This design comes from an exercise in tuning for small area and few clock cycles on the open sky130 flow, not from production work.
RTL that was checked went through simulation tests only; none was proved equivalent to the original.
No activity file was given, so power comes from the tool's default toggle rates.

==> inputs of ember <==
// multi_button_debounce_press_latch
module multi_button_debounce_press_latch #(
    parameter int BUTTON_COUNT = 5
) (
    input  wire logic                                   clk,
    input  wire logic                                   rst_n,
    input  wire logic [mbdpl_pkg::IN_TDATA_WIDTH-1:0]   s_tdata,
    input  wire logic                                   s_tuser,
    input  wire logic                                   s_tvalid,
    output logic                                        s_tready,
    output logic      [mbdpl_pkg::OUT_TDATA_WIDTH-1:0]  m_tdata,
    output logic                                        m_tvalid,
    input  wire logic                                   m_tready,
    input  wire logic                                   psel,
    input  wire logic                                   penable,
    input  wire logic                                   pwrite,
    input  wire logic [mbdpl_pkg::ADDR_WIDTH-1:0]       paddr,
    input  wire logic [mbdpl_pkg::APB_DATA_WIDTH-1:0]   pwdata,
    output logic      [mbdpl_pkg::APB_DATA_WIDTH-1:0]   prdata,
    output logic                                        pready
);
    logic                                       stage_valid_reg;
    logic                                       out_valid_reg;
    logic [mbdpl_pkg::INTERVAL_WIDTH-1:0]       interval_reg;
    logic                                       commit;
    logic                                       in_xfer;
    logic                                       cfg_write;
    logic [mbdpl_pkg::ACTION_WIDTH-1:0]         action_code;
    logic                                       down_held;
    mbdpl_pkg::item_t                           in_item;
  ...
==> module mbdpl_button_bank, before the edit <==
module mbdpl_button_bank #(
    parameter int BUTTON_COUNT = 5
) (
    input  wire logic                                   clk,
    input  wire logic                                   rst_n,
    input  wire logic                                   fire,
    input  wire logic                                   commit,
    input  wire mbdpl_pkg::item_t                       item,
    input  wire logic [mbdpl_pkg::INTERVAL_WIDTH-1:0]   interval,
    output logic      [mbdpl_pkg::ACTION_WIDTH-1:0]     action_code,
    output logic                                        down_held
);
    localparam int TW = mbdpl_pkg::TIME_WIDTH;
    localparam int HW = TW / 2;
    logic [BUTTON_COUNT-1:0] prev_reg;
    logic [BUTTON_COUNT-1:0] stable_reg;
    logic [BUTTON_COUNT-1:0] press_reg;
    logic                    fetch_reg;      
    logic [HW-1:0]           change_time_reg [BUTTON_COUNT];   
    logic [BUTTON_COUNT-1:0] ct_wrap_reg;    
    logic [HW-1:0]           last_hi_gray_reg;                 
    logic                    last_hi_lsb_reg;                  
    logic [BUTTON_COUNT-1:0] settled_reg;    
    logic                    sample_reg;     
    logic [BUTTON_COUNT-1:0] raw;
    logic [BUTTON_COUNT-1:0] changed;
    logic [BUTTON_COUNT-1:0] in_window;
    logic [BUTTON_COUNT-1:0] br_now;
    logic [BUTTON_COUNT-1:0] settled;
    logic [BUTTON_COUNT-1:0] pick;           
    logic [BUTTON_COUNT-1:0] press_eff;      
    logic                    sample;
    logic                    load;
    logic                    interval_zero;
    logic [HW-1:0]           now_lo;
    logic [HW-1:0]           now_hi;
    logic [HW-1:0]           now_hi_gray;
    logic                    hi_same;
    logic                    hi_above;
    logic                    hi_below;
    logic [HW-1:0]           nwin_lo;
    logic                    win_wrap;
    assign raw           = BUTTON_COUNT'(item.raw_levels);
    assign sample        = (item.kind == mbdpl_pkg::KIND_SAMPLE);
    assign load          = fire && sample;
    assign changed       = raw ^ prev_reg;
    assign interval_zero = (interval == '0);
    assign now_lo = item.now_ms[HW-1:0];
    assign now_hi = item.now_ms[TW-1:HW];
    mbdpl_add16 u_win (.a(interval), .b(~now_lo), .s({win_wrap, nwin_lo}));
    mbdpl_gray16 u_now_hi_gray (.x(now_hi), .g(now_hi_gray));
    mbdpl_gray_near16 u_hi (
        .g         (last_hi_gray_reg),
        .y0        (last_hi_lsb_reg),
        .gx        (now_hi_gray),
        .same      (hi_same),
        .one_above (hi_above),
        .one_below (hi_below)
    );
    for (genvar i = 0; i < BUTTON_COUNT; i++)
    begin : g_button
        mbdpl_window u_window (
            .ct_lo     (change_time_reg[i]),
            .ct_wrap   (ct_wrap_reg[i]),
            .nnow_lo   (~now_lo),
            .nwin_lo   (nwin_lo),
            .win_wrap  (win_wrap),
            .hi_same   (hi_same),
            .hi_above  (hi_above),
            .hi_below  (hi_below),
            .br_now    (br_now[i]),
            .in_window (in_window[i])
        );
        assign settled[i] = changed[i] ? interval_zero : ~in_window[i];
    end
    assign pick      = press_reg & ~(press_reg - 1'b1);
    assign press_eff = fetch_reg ? (press_reg & ~pick) : press_reg;
    always_comb
    begin
        action_code = '0;
        for (int i = BUTTON_COUNT - 1; i >= 0; i--)
        begin
            if (pick[i])
            begin
                action_code = mbdpl_pkg::ACTION_WIDTH'(i + 1);
            end
        end
        if (!fetch_reg)
        begin
            action_code = '0;
        end
    end
    assign down_held = ~stable_reg[mbdpl_pkg::DOWN_INDEX];
    always_ff @(posedge clk or negedge rst_n)
    begin
        if (!rst_n)
        begin
            prev_reg   <= '1;
            stable_reg <= '1;
            press_reg  <= '0;
            fetch_reg  <= 1'b0;
        end
        else
        begin
            if (load)
            begin
                prev_reg <= raw;
            end
            if (commit)
            begin
                if (sample_reg)
                begin
                    stable_reg <= (settled_reg & prev_reg) | (~settled_reg & stable_reg);
                    press_reg  <= press_eff | (settled_reg & ~prev_reg & stable_reg);
                end
                else
                begin
                    press_reg  <= press_eff;
                end
                fetch_reg <= !sample_reg;
            end
        end
    end
    always_ff @(posedge clk)
    begin
        if (load)
        begin
            for (int i = 0; i < BUTTON_COUNT; i++)
            begin
                if (changed[i])
                begin
                    change_time_reg[i] <= now_lo;
                end
            end
            ct_wrap_reg      <= br_now & ~changed;
            last_hi_gray_reg <= now_hi_gray;
            last_hi_lsb_reg  <= now_hi[0];
        end
        if (fire)
        begin
            settled_reg <= settled;
            sample_reg  <= sample;
        end
    end
endmodule
Settings: LEC_CHECK=0, CAP_MARGIN=0, CORE_MARGIN=2, CORE_UTILIZATION=55, GPL_TIMING_DRIVEN=0, SLEW_MARGIN=0, SYNTH_HIERARCHICAL=1; clock period 6.5 ns.
standard.sh (not shown) runs the stock make flow with config.mk's settings and CLKGATE_MAP_FILE= SYNTH_SCRIPT=/design/flow/synth_recipe.tcl, a recipe that flattens the netlist after the stock synthesis.
==> flow/flow/run.sh <==
#!/bin/bash
# Layout flow: the standard flow (standard synthesis unchanged), with
# synthesis buffers removed at floorplan (repair re-buffers where needed),
# one tie cell per constant level rather than one per load, single-strength
# buffers on the ports and a clock tree of clkbuf_8 in small clusters without
# dummy loads. make's whole output goes to flow_make.log here; each ORFS step
# also keeps its own log under orfs/logs/.
set -euo pipefail
bash standard.sh \
    "REMOVE_ABC_BUFFERS=1" \
    "SKIP_REPAIR_TIE_FANOUT=1" \
    "BUFFER_PORTS_ARGS=-buffer_cell sky130_fd_sc_hd__buf_1" \
    "CTS_ARGS=-sink_clustering_enable -repair_clock_nets -buf_list sky130_fd_sc_hd__clkbuf_8 -sink_clustering_size 8 -dont_use_dummy_load" \
    finish > flow_make.log 2>&1
==> harbor (differences from ember) <==
--- a/flow/design.v
+++ b/flow/design.v
@@ -114,20 +114,20 @@
     output logic [1:0]      m,
     output logic            zo
 );
     assign m[0] = z & x[0];
     assign m[1] = z & ~x[0] & x[1];
     assign zo   = z & ~x[0] & ~x[1];
 endmodule
-module mbdpl_low16 (
+module mbdpl_gray_step16 (
     input  wire logic [15:0] x,
     output logic [15:0]      m
 );
     logic [8:0]  z;      
-    logic [15:0] low;
+    logic [15:0] low;    
     assign z[0] = 1'b1;
     for (genvar k = 0; k < 8; k++)
     begin : g_step
         mbdpl_low_step2 u_step (
             .z  (z[k]),
             .x  (x[2*k +: 2]),
             .m  (low[2*k +: 2]),
@@ -135,98 +135,73 @@
         );
     end
     assign m = {low[15] | z[8], low[14:0]};
 endmodule
 module mbdpl_gray_slice2 (
     input  wire logic [1:0] g,
     input  wire logic [1:0] gx,
-    input  wire logic [1:0] q,
+    input  wire logic [1:0] m,
     output logic            ne,
     output logic            na
 );
     logic [1:0] e;
     assign e  = ~(g ^ gx);
     assign ne = ~(e[0] & e[1]);
-    assign na = ~((e[0] | q[0]) & (e[1] | q[1]));
-endmodule
-module mbdpl_gray_slice2_first (
-    input  wire logic [1:0] g,
-    input  wire logic [1:0] gx,
-    input  wire logic       q1,
-    output logic            ne,
-    output logic            na,
-    output logic            f0
-);
-    logic [1:0] e;
-    assign e  = ~(g ^ gx);
-    assign ne = ~(e[0] & e[1]);
-    assign na = ~(e[0] & (e[1] | q1));
-    assign f0 = e[1] & ~e[0];
+    assign na = ~((e[0] | m[0]) & (e[1] | m[1]));
 endmodule
 module mbdpl_gray_near16 (
     input  wire logic [15:0] g,
-    input  wire logic        y0,
     input  wire logic [15:0] gx,
-    output logic             same,
-    output logic             one_above,    
-    output logic             one_below     
-);
-    logic [15:0] low;      
-    logic [15:0] q;        
-    logic [7:0]  ne;
-    logic [7:0]  na;
-    logic        f0;
-    logic        flip0;    
-    logic        flipq;    
-    mbdpl_low16 u_low (.x(g), .m(low));
-    assign q = {low[15] | low[14], low[13:0], 1'b0};
-    mbdpl_gray_slice2_first u_slice_0 (
-        .g  (g[1:0]),
-        .gx (gx[1:0]),
-        .q1 (q[1]),
-        .ne (ne[0]),
-        .na (na[0]),
-        .f0 (f0)
-    );
-    for (genvar k = 1; k < 8; k++)
+    input  wire logic [15:0] m,
+    input  wire logic        b,
+    output logic             near
+);
+    logic [7:0] ne;
+    logic [7:0] na;
+    logic       all_eq;
+    logic       rest_eq;
+    for (genvar k = 0; k < 8; k++)
     begin : g_slice
         mbdpl_gray_slice2 u_slice (
             .g  (g[2*k +: 2]),
             .gx (gx[2*k +: 2]),
-            .q  (q[2*k +: 2]),
+            .m  (m[2*k +: 2]),
             .ne (ne[k]),
             .na (na[k])
         );
     end
-    assign same      = ~(|ne);
-    assign flip0     = ~(|ne[7:1]) & f0;
-    assign flipq     = ~(|na) & ~same;
-    assign one_above = y0 ? flipq : flip0;
-    assign one_below = y0 ? flip0 : flipq;
+    assign all_eq  = ~(|ne);
+    assign rest_eq = ~(|na);
+    assign near    = b ? (rest_eq & ~all_eq) : all_eq;
 endmodule
 module mbdpl_window (
     input  wire logic [15:0] ct_lo,
-    input  wire logic        ct_wrap,     
+    input  wire logic [15:0] ct_hi_gray,
     input  wire logic [15:0] nnow_lo,     
     input  wire logic [15:0] nwin_lo,     
     input  wire logic        win_wrap,    
-    input  wire logic        hi_same,     
-    input  wire logic        hi_above,    
-    input  wire logic        hi_below,    
-    output logic             br_now,      
+    input  wire logic [15:0] now_hi_gray,
+    input  wire logic [15:0] step,        
     output logic             in_window
 );
+    logic br_now;    
     logic br_win;    
     logic in_lo;
-    logic hi_ok;     
+    logic hi_near;
     mbdpl_gt16 u_now (.nx(nnow_lo), .y(ct_lo), .gt(br_now));
     mbdpl_gt16 u_win (.nx(nwin_lo), .y(ct_lo), .gt(br_win));
+    mbdpl_gray_near16 u_hi (
+        .g    (ct_hi_gray),
+        .gx   (now_hi_gray),
+        .m    (step),
+        .b    (br_now),
+        .near (hi_near)
+    );
     assign in_lo     = win_wrap ? (br_win | ~br_now) : (br_win & ~br_now);
-    assign hi_ok     = (br_now == ct_wrap) ? hi_same : (br_now ? hi_above : hi_below);
-    assign in_window = in_lo & hi_ok;
+    assign in_window = in_lo & hi_near;
 endmodule
 module mbdpl_button_bank #(
     parameter int BUTTON_COUNT = 5
 ) (
     input  wire logic                                   clk,
     input  wire logic                                   rst_n,
     input  wire logic                                   fire,
@@ -238,68 +213,51 @@
 );
     localparam int TW = mbdpl_pkg::TIME_WIDTH;
     localparam int HW = TW / 2;
     logic [BUTTON_COUNT-1:0] prev_reg;
     logic [BUTTON_COUNT-1:0] stable_reg;
     logic [BUTTON_COUNT-1:0] press_reg;
     logic                    fetch_reg;      
-    logic [HW-1:0]           change_time_reg [BUTTON_COUNT];   
-    logic [BUTTON_COUNT-1:0] ct_wrap_reg;    
-    logic [HW-1:0]           last_hi_gray_reg;                 
-    logic                    last_hi_lsb_reg;                  
+    logic [TW-1:0]           change_time_reg [BUTTON_COUNT];
     logic [BUTTON_COUNT-1:0] settled_reg;    
     logic                    sample_reg;     
     logic [BUTTON_COUNT-1:0] raw;
     logic [BUTTON_COUNT-1:0] changed;
     logic [BUTTON_COUNT-1:0] in_window;
-    logic [BUTTON_COUNT-1:0] br_now;
     logic [BUTTON_COUNT-1:0] settled;
     logic [BUTTON_COUNT-1:0] pick;           
     logic [BUTTON_COUNT-1:0] press_eff;      
     logic                    sample;
-    logic                    load;
     logic                    interval_zero;
     logic [HW-1:0]           now_lo;
     logic [HW-1:0]           now_hi;
     logic [HW-1:0]           now_hi_gray;
-    logic                    hi_same;
-    logic                    hi_above;
-    logic                    hi_below;
+    logic [HW-1:0]           step;
     logic [HW-1:0]           nwin_lo;
     logic                    win_wrap;
     assign raw           = BUTTON_COUNT'(item.raw_levels);
     assign sample        = (item.kind == mbdpl_pkg::KIND_SAMPLE);
-    assign load          = fire && sample;
     assign changed       = raw ^ prev_reg;
     assign interval_zero = (interval == '0);
-    assign now_lo = item.now_ms[HW-1:0];
-    assign now_hi = item.now_ms[TW-1:HW];
+    assign now_lo    = item.now_ms[HW-1:0];
+    assign now_hi    = item.now_ms[TW-1:HW];
+    mbdpl_gray16      u_now_hi_gray (.x(now_hi), .g(now_hi_gray));
+    mbdpl_gray_step16 u_step        (.x(now_hi), .m(step));
     mbdpl_add16 u_win (.a(interval), .b(~now_lo), .s({win_wrap, nwin_lo}));
-    mbdpl_gray16 u_now_hi_gray (.x(now_hi), .g(now_hi_gray));
-    mbdpl_gray_near16 u_hi (
-        .g         (last_hi_gray_reg),
-        .y0        (last_hi_lsb_reg),
-        .gx        (now_hi_gray),
-        .same      (hi_same),
-        .one_above (hi_above),
-        .one_below (hi_below)
-    );
     for (genvar i = 0; i < BUTTON_COUNT; i++)
     begin : g_button
         mbdpl_window u_window (
-            .ct_lo     (change_time_reg[i]),
-            .ct_wrap   (ct_wrap_reg[i]),
-            .nnow_lo   (~now_lo),
-            .nwin_lo   (nwin_lo),
-            .win_wrap  (win_wrap),
-            .hi_same   (hi_same),
-            .hi_above  (hi_above),
-            .hi_below  (hi_below),
-            .br_now    (br_now[i]),
-            .in_window (in_window[i])
+            .ct_lo       (change_time_reg[i][HW-1:0]),
+            .ct_hi_gray  (change_time_reg[i][TW-1:HW]),
+            .nnow_lo     (~now_lo),
+            .nwin_lo     (nwin_lo),
+            .win_wrap    (win_wrap),
+            .now_hi_gray (now_hi_gray),
+            .step        (step),
+            .in_window    (in_window[i])
         );
         assign settled[i] = changed[i] ? interval_zero : ~in_window[i];
     end
     assign pick      = press_reg & ~(press_reg - 1'b1);
     assign press_eff = fetch_reg ? (press_reg & ~pick) : press_reg;
     always_comb
     begin
@@ -324,15 +282,15 @@
             prev_reg   <= '1;
             stable_reg <= '1;
             press_reg  <= '0;
             fetch_reg  <= 1'b0;
         end
         else
         begin
-            if (load)
+            if (fire && sample)
             begin
                 prev_reg <= raw;
             end
             if (commit)
             begin
                 if (sample_reg)
                 begin
@@ -345,26 +303,20 @@
                 end
                 fetch_reg <= !sample_reg;
             end
         end
     end
     always_ff @(posedge clk)
     begin
-        if (load)
+        for (int i = 0; i < BUTTON_COUNT; i++)
         begin
-            for (int i = 0; i < BUTTON_COUNT; i++)
+            if (fire && sample && changed[i])
             begin
-                if (changed[i])
-                begin
-                    change_time_reg[i] <= now_lo;
-                end
+                change_time_reg[i] <= {now_hi_gray, now_lo};
             end
-            ct_wrap_reg      <= br_now & ~changed;
-            last_hi_gray_reg <= now_hi_gray;
-            last_hi_lsb_reg  <= now_hi[0];
         end
         if (fire)
         begin
             settled_reg <= settled;
             sample_reg  <= sample;
         end
     end
==> flow/config.mk (replaced) <==
export PLATFORM = sky130hd
export DESIGN_NAME = multi_button_debounce_press_latch
export DESIGN_NICKNAME = multi_button_debounce_press_latch
export VERILOG_FILES = /design/flow/design.v
export SDC_FILE = /design/flow/constraint.sdc
export NUM_CORES = 4
export LEC_CHECK = 0
export CAP_MARGIN = 20
export CORE_MARGIN = 2
export CORE_UTILIZATION = 70
export GPL_TIMING_DRIVEN = 0
export SLEW_MARGIN = 20
export SYNTH_HIERARCHICAL = 1
==> sierra (differences from ember) <==
--- a/flow/design.v
+++ b/flow/design.v
@@ -332,15 +332,18 @@
             begin
                 prev_reg <= raw;
             end
             if (commit)
             begin
                 if (sample_reg)
                 begin
-                    stable_reg <= (settled_reg & prev_reg) | (~settled_reg & stable_reg);
+                    for (int i = 0; i < BUTTON_COUNT; i++)
+                    begin
+                        stable_reg[i] <= settled_reg[i] ? prev_reg[i] : stable_reg[i];
+                    end
                     press_reg  <= press_eff | (settled_reg & ~prev_reg & stable_reg);
                 end
                 else
                 begin
                     press_reg  <= press_eff;
                 end
                 fetch_reg <= !sample_reg;
==> flow/flow/run.sh (replaced) <==
#!/bin/bash
# Layout flow: the standard flow (standard synthesis unchanged), with
# synthesis buffers removed at floorplan (repair re-buffers where needed),
# one tie cell per constant level rather than one per load, single-strength
# buffers on the ports and a clock tree of clkbuf_16 in large clusters without
# dummy loads. make's whole output goes to flow_make.log here; each ORFS step
# also keeps its own log under orfs/logs/.
set -euo pipefail
bash standard.sh \
    "REMOVE_ABC_BUFFERS=1" \
    "SKIP_REPAIR_TIE_FANOUT=1" \
    "BUFFER_PORTS_ARGS=-buffer_cell sky130_fd_sc_hd__buf_1" \
    "CTS_ARGS=-sink_clustering_enable -repair_clock_nets -buf_list sky130_fd_sc_hd__clkbuf_16 -sink_clustering_size 30 -sink_clustering_max_diameter 120 -dont_use_dummy_load" \
    finish > flow_make.log 2>&1
==> flow/config.mk (replaced) <==
export PLATFORM = sky130hd
export DESIGN_NAME = multi_button_debounce_press_latch
export DESIGN_NICKNAME = multi_button_debounce_press_latch
export VERILOG_FILES = /design/flow/design.v
export SDC_FILE = /design/flow/constraint.sdc
export NUM_CORES = 4
export LEC_CHECK = 0
export CAP_MARGIN = 20
export CORE_MARGIN = 2
export CORE_UTILIZATION = 55
export GPL_TIMING_DRIVEN = 0
export SLEW_MARGIN = 20
export SYNTH_HIERARCHICAL = 1
==> run notes <==
item                                                                  harbor      sierra       ember
Run status                                  no timing/DRC/antenna violations  no timing/DRC/antenna violations  no timing/DRC/antenna violations
Wire length of the first global-routing pass                        36700 um    31600 um    31500 um
Post-route cell area                                               11500 um2    9070 um2    8870 um2
Flip-flop count of the largest register after layout                     160          80          80
Relative slew slack                                                    0.352       0.360       0.401
Vias per inst                                                           6.39        6.15        6.17
Logic pwr share                                                        0.304       0.307       0.336
Number of nets in the layout                                            1141         955         954
Wirelength per Cell                                                  18.9 um     19.0 um     19.2 um
Non-CTS inverters                                                         19          21          21
Mapped Avg Cell Area                                                11.2 um2    10.6 um2    10.6 um2
Layout Area Growth over Synthesis                                      7.02%       10.5%       8.06%
Worst R2R Path Depth                                                      21          22          22
M1 GR Usage                                                            0.411       0.320       0.320
Final weighted congestion of routability-driven global placement       0.903       0.822       0.802
Cell variety after synth                                                  42          46          46
All-layer global routing usage                                         0.293       0.255       0.254
Pin count of the biggest net entering global routing                      24          30          35
Slew of the pin with the lowest slew margin                           969 ps      960 ps      897 ps
Maximum single-stage delay on the critical path                       560 ps      680 ps      740 ps
Power dissipated in combinational cells                             0.974 mW    0.872 mW    0.871 mW
Testbench counts of harbor, summed over its fixed seeds: cycles 12,016.
Testbench counts of sierra, summed over its fixed seeds: cycles 12,016.
Function not checked in ember: the RTL went through the layout flow alone.

[afterwards: timing with drivers on the ports]
The results above use ideal ports. As a check the final layouts listed here were re-extracted and re-timed, cells and wires unchanged. Step 1: set_driving_cell puts a clkbuf_16 on clk and a buf_2 on each other input, an assumption about the parent block. Step 2, shift: input delay + t, output delay - t, t = (earliest + latest rising clock arrival at the registers) / 2. This alone moves slack from input paths to output paths. Slacks: ideal ports / drivers / drivers and shift; pairs: ideal ports / drivers.
run | t (ns) | slack for setup (ns) | slew at the worst register clock pin (ns) | worst slew at a driven data input, ns
ember | 0.476 | 0.367 / 0.384 / -0.092 | 0.08 / 0.08 | 0.05
harbor | 0.494 | 0.512 / 0.534 / 0.040 | 0.10 / 0.10 | 0.04
sierra | 0.456 | 0.415 / 0.428 / -0.027 | 0.06 / 0.06 | 0.06
Met with ideal ports but missed after step 2: setup timing in ember and sierra. The setup slack of harbor, which loses most, moves by +0.022 ns with the drivers and by -0.472 ns with both steps.
